Background: an optimization exercise with open tools, aiming at small area and a short achievable clock period. Do not read the settings as production practice. Only simulation tests tie the RTL to the original design; equivalence was not proved. Power figures rest on the tool's default switching activity, not on a simulated workload.

==> flow/design.v (outline; a module is shown in full before it is edited, if it fits) <==
// module ifft_tf_mult: 1658 lines
// module ifft_tf_mult_fa: 4 lines
// module ifft_tf_mult_ha: 4 lines
module ifft_tf_mult #(
  parameter int DW   = 16,
  parameter int TW   = 12,
  parameter bit CONJ = 1'b1
) (
  input  logic                 clk,
  input  logic                 rst,
  input  logic                 in_valid,
  input  logic                 in_sop,
  input  logic                 in_tw_en,
  input  logic signed [DW-1:0] in_real,
  input  logic signed [DW-1:0] in_imag,
  output logic [2:0]           tf_addr,
  input  logic signed [TW-1:0] tf_real,
  input  logic signed [TW-1:0] tf_imag,
  output logic                 out_valid,
  output logic                 out_sop,
  output logic signed [DW-1:0] out_real,
  output logic signed [DW-1:0] out_imag,
  output logic                 ovf
);
  // ...
==> flow/run.sh <==
#!/bin/bash
# synth_recipe.tcl (not shown) runs the flow's synth.tcl, then flattens the netlist and writes it again
# the make line also repeats each setting of config.mk as NAME=value (left out here)
make -C /OpenROAD-flow-scripts/flow DESIGN_CONFIG=/design/flow/config.mk WORK_HOME=/design/flow/orfs CLKGATE_MAP_FILE= SYNTH_SCRIPT=/design/flow/synth_recipe.tcl finish
==> flow/config.mk <==
export PLATFORM = sky130hd
export DESIGN_NAME = ifft_tf_mult
export DESIGN_NICKNAME = ifft_tf_mult
export VERILOG_FILES = /design/flow/design.v
export SDC_FILE = /design/flow/constraint.sdc
export NUM_CORES = 4
export LEC_CHECK = 0
export CAP_MARGIN = 20
export CORE_MARGIN = 2
export CORE_UTILIZATION = 40
export SETUP_SLACK_MARGIN = 0
export SLEW_MARGIN = 20
export SYNTH_HIERARCHICAL = 1
export SYNTH_MINIMUM_KEEP_SIZE = 0
==> flow/constraint.sdc <==
create_clock -name core_clock -period 6.5 [get_ports {clk}]
set_input_delay 1.3000 -clock core_clock [delete_from_list [all_inputs] [get_ports {clk}]]
set_output_delay 1.3000 -clock core_clock [all_outputs]
set_load 0.01 [all_outputs]
==> flow_summary.json, run 1 <==
{
  "grt-busiest-layer": "met2",
  "worstReg2RegStart": "s1_e1_q[4]$_DFF_P_",
  "worstMarginPinSlew_ps": 1190,
  "clock_sinks": 290,
  "worstSkewPairLatency_ps": 550,
  "drive_gt1_share_pct": 7.55,
  "clock_cell_area_share_pct": 4.93,
  "ctsResizeCount": 0,
  "synth_cell_types": 68,
  "seq_power_mw": 2.91,
  "final_common_cell": "xnor2_1",
  "fill_cells": 5433,
  "vias_per_cell": 5.74,
  "hold-worst-slack_ps": 348,
  "cts_tree": "done",
  "crit_path_cell_trace": "buf_4 > a22oi_1 > xnor2_1 > fa_1 > fa_1 > fa_1 > fa_1 > ha_1",
  "worstPathMaxFanout": 20,
  "regToRegSetupSlack_ps": 2390,
  "multi_input_area_share_pct": 62.2,
  "wl_met2_um": 32400,
  "cts_setup_buffers": 0,
  "yosysSeqAreaShare_pct": 25.7,
  "combPwrFrac_pct": 56.8,
  "hold_viol": 0,
  "port_buffers": 98,
  "hpwlAfterDp_um": 50800,
  "status": "timing/DRC/antenna clean",
  "use_met1_pct": 31.0,
  "largest_class": "multi-input combinational cells",
  "path_class": "reg2reg",
  "max_cap_violations": 0,
  "layout_common_cells": "xnor2_1, fa_1, a22oi_1",
  "wire_per_inst_um": 24.0
}
==> run 2: changes to the inputs <==
--- a/flow/config.mk
+++ b/flow/config.mk
@@ -8,7 +8,7 @@
 export CAP_MARGIN = 20
 export CORE_MARGIN = 2
 export CORE_UTILIZATION = 40
-export SETUP_SLACK_MARGIN = 0
+export SETUP_SLACK_MARGIN = 3
 export SLEW_MARGIN = 20
 export SYNTH_HIERARCHICAL = 1
 export SYNTH_MINIMUM_KEEP_SIZE = 0
==> flow_summary.json, run 2 <==
{
  "slew_violations": 0,
  "ios": 99,
  "syn_area_per_cell_um2": 10.7,
  "ys_top_cells_by_area": "fa_1, dfxtp_1, xnor2_1",
  "yosysMostFrequentCell": "xnor2_1",
  "fill_cells": 5285,
  "fmax_mhz": 287,
  "synth_enable_flop_cells": 0,
  "final_common_cell": "xnor2_1",
  "drc": 0,
  "place_congestion": 0.903,
  "ys_ff_latch": 290,
  "synth_top_area_share_pct": 27.5,
  "wire_per_inst_um": 25.1,
  "die_y_um": 246,
  "critPathCaptureType": "register",
  "ys.warnings.count": 7,
  "cp_num_buf_inv": 0,
  "nets": 2711,
  "layout_common_cells": "xnor2_1, fa_1, a22oi_1",
  "synth_largest_area_cell": "fa_1",
  "track_usage_pct": 24.2,
  "core_area_um2": 57800,
  "die_x_um": 246,
  "arrival_ps": 3920,
  "max-slew-margin-rel_pct": 29.4,
  "rows": 88,
  "path_class": "reg2reg",
  "die-area_um2": 60600,
  "crit_path_cell_trace": "nand2_1 > xnor2_1 > fa_1 > fa_1 > fa_1 > fa_1 > ha_1",
  "dr.pass1.iters": 6,
  "place_inst": 2900,
  "clkTransAtPathRegs_ps": 60,
  "fin_skew_ps": 19.9,
  "powerDensity_nw_per_um2": 420,
  "cts_max_path_buffers": 3,
  "initial_core_util_pct": 40.6,
  "synthCells": 2184,
  "p_leak_nw": 10.4,
  "crit_top_cell": "fa_1",
  "syn_nets": 2670,
  "hold-worst-slack_ps": 346,
  "syn_area_um2": 23500,
  "setup_ws_ps": 3010,
  "grt_max_degree": 66,
  "max_cap_violations": 0,
  "grt_pass1_wl_um": 110000,
  "grt_pass1_vias": 18300,
  "async_flop_share_pct": 15.2,
  "rsz0062_at_grt": "true",
  "worstPathMaxFanout": 32,
  "setup-tns-final_ps": 0,
  "hold_viol": 0,
  "ant_nets": 0,
  "crit_family": "adder cells",
  "ys.flop_type": "dfxtp_1",
  "drive_gt1_share_pct": 10.5,
  "totalWireLength_um": 75600,
  "hold_buffers": 0,
  "num_vias": 17600,
  "worstMarginPinSlew_ps": 1050,
  "synth_cell_types": 68,
  "worstPathRequired_ps": 6930,
  "syn2layout_area_growth_pct": 15.6,
  "place_ws_ps": 2270,
  "final_core_util_pct": 46.9,
  "drt_iter0_drc": 2021,
  "critPathMaxStageDelay_ps": 710,
  "yosysSeqAreaShare_pct": 25.7,
  "fin_crit_sh_pct": 53.6,
  "start_kind": "register",
  "cpMaxStageDelayCell": "dfxtp_4",
  "cts-root-buf": "clkbuf_16",
  "post-route-min-period_ps": 3490,
  "p_total_mw": 11.4,
  "top_regs": "s3_im_q (18), s3_re_q (18)",
  "placed_cell_area_um2": 25100,
  "setup_viol": 0,
  "regToRegSetupSlack_ps": 3010,
  "hpwlAfterDp_um": 50500,
  "worstSkewPairLatency_ps": 560,
  "h-tree-depth": 2,
  "cts_tree": "done",
  "vias_per_cell": 5.85,
  "antenna_found_initial": 2,
  "clock_sinks": 290,
  "synth_common_cells": "xnor2_1, fa_1, a22oi_1, dfxtp_1, clkbuf_1",
  "hp-class": "reg2reg",
  "fin_cells": 3018,
  "ir_drop_mv": 0.340,
  "cts_buffers": 35,
  "status": "timing/DRC/antenna clean",
  "gr-total-overflow": 0,
  "port_buffers": 98,
  "postLayoutCellArea_um2": 27100
}
[run 2: final timing paths]
check / from / to / cells past startpoint
max: s1_c1_q[5]$_DFF_P_ / s2_re_c13_2_q$_DFF_P_ / 7
min: s2_valid_q$_DFF_PP0_ / s3_valid_q$_DFF_PP0_ / 0
max reg2reg: s1_c1_q[5]$_DFF_P_ / s2_re_c13_2_q$_DFF_P_ / 7
min reg2reg: s2_valid_q$_DFF_PP0_ / s3_valid_q$_DFF_PP0_ / 0
max in group asynchronous: rst / s3_valid_q$_DFF_PP0_ / 2
min in group asynchronous: rst / s3_valid_q$_DFF_PP0_ / 2
[run 2: cell families (layout without fill, tap and decap cells)]
| family | after synthesis | count (layout) | synth area share, % |
|---|---|---|---|
| compound gates | 503 | 503 | 15.4 |
| xor+xnor | 445 | 445 | 16.6 |
| fa+ha+maj | 425 | 425 | 33.0 |
| flops | 290 | 290 | 25.7 |
| buf+inv | 276 | 344 | 4.44 |
| simple gates | 242 | 242 | 4.79 |
| mux | 3 | 3 | 0.144 |
| other cells | 0 | 1 | 0 |
[run 2: metal layers]
metal | part of all wire (%) | GRT usage (%)
met1 | 40 | 32.4
met4 | 5.3 | 11.6
met2 | 43 | 36.8
met3 | 12 | 5.51
met5 | 0 | 0
[run 2: what timing repair did]
| item | CTS | global route |
|---|---|---|
| pin swaps | 0 | 4 |
| gates resized for setup | 71 | 49 |
| buffers inserted | 9 | 44 |
| cloned | 0 | 0 |
| endpoints found under the setup margin | 81 | 15 |
[run 2: Yosys stat by module (local to each module, per instance)]
module	copies in the design	cells inside	cell area [um^2]
ifft_tf_mult	1	1824	16500
ifft_tf_mult_ha	38	1	12.5
ifft_tf_mult_fa	322	1	20.0
[run 2: worst register-to-register path, cell delays in order, from the launching register on]
cell and delay [ps]:
dfxtp_4 710, nand2_1 150, xnor2_1 230, fa_1 500
fa_1 480, fa_1 510, fa_1 490, ha_1 290
[run 2: final cells by class]
cell class	count	area [um^2]	area share, %
multi-input combinational	1618	16400	60.5
sequential	290	6170	22.8
timing repair buffer	206	2190	8.09
clock buffer	49	978	3.61
tap	765	957	3.53
inverter	74	295	1.09
clock inverter	15	106	0.392
antenna	1	2.50	0.00923
[run 2: power breakdown]
| group | switching (mW) | internal (mW) |
|---|---|---|
| clock network | 0.798 | 1.07 |
| registers | 0.380 | 2.51 |
| logic | 3.70 | 2.93 |

==> separate check: timing with driven ports <==
No port has a modelled driver above. Below, the same layouts with a new extraction and two added sets of constraints. Step 1 sets driving cells, clkbuf_16 on the clock port and buf_2 on the other inputs (assumed; they add their load-dependent delay and slew). Step 2 times the ports against the registers' clock, not the clock port: input delays grow and output delays shrink by t, the midpoint of the rising clock arrivals with the driver on. Three values: ideal ports, drivers, drivers and shift; two values: the first two.
run	shift t [ns]	setup WS [ns]	hold slack, ns	worst setup path at the end	clock arrival spread, ns
run 1	0.600	2.392 / 2.392 / 2.392	0.348 / 0.348 / 0.348	register to register	0.021 / 0.020
run 2	0.600	3.015 / 3.015 / 3.015	0.346 / 0.346 / 0.346	register to register	0.020 / 0.020
After both steps setup and hold are still met in every run listed.
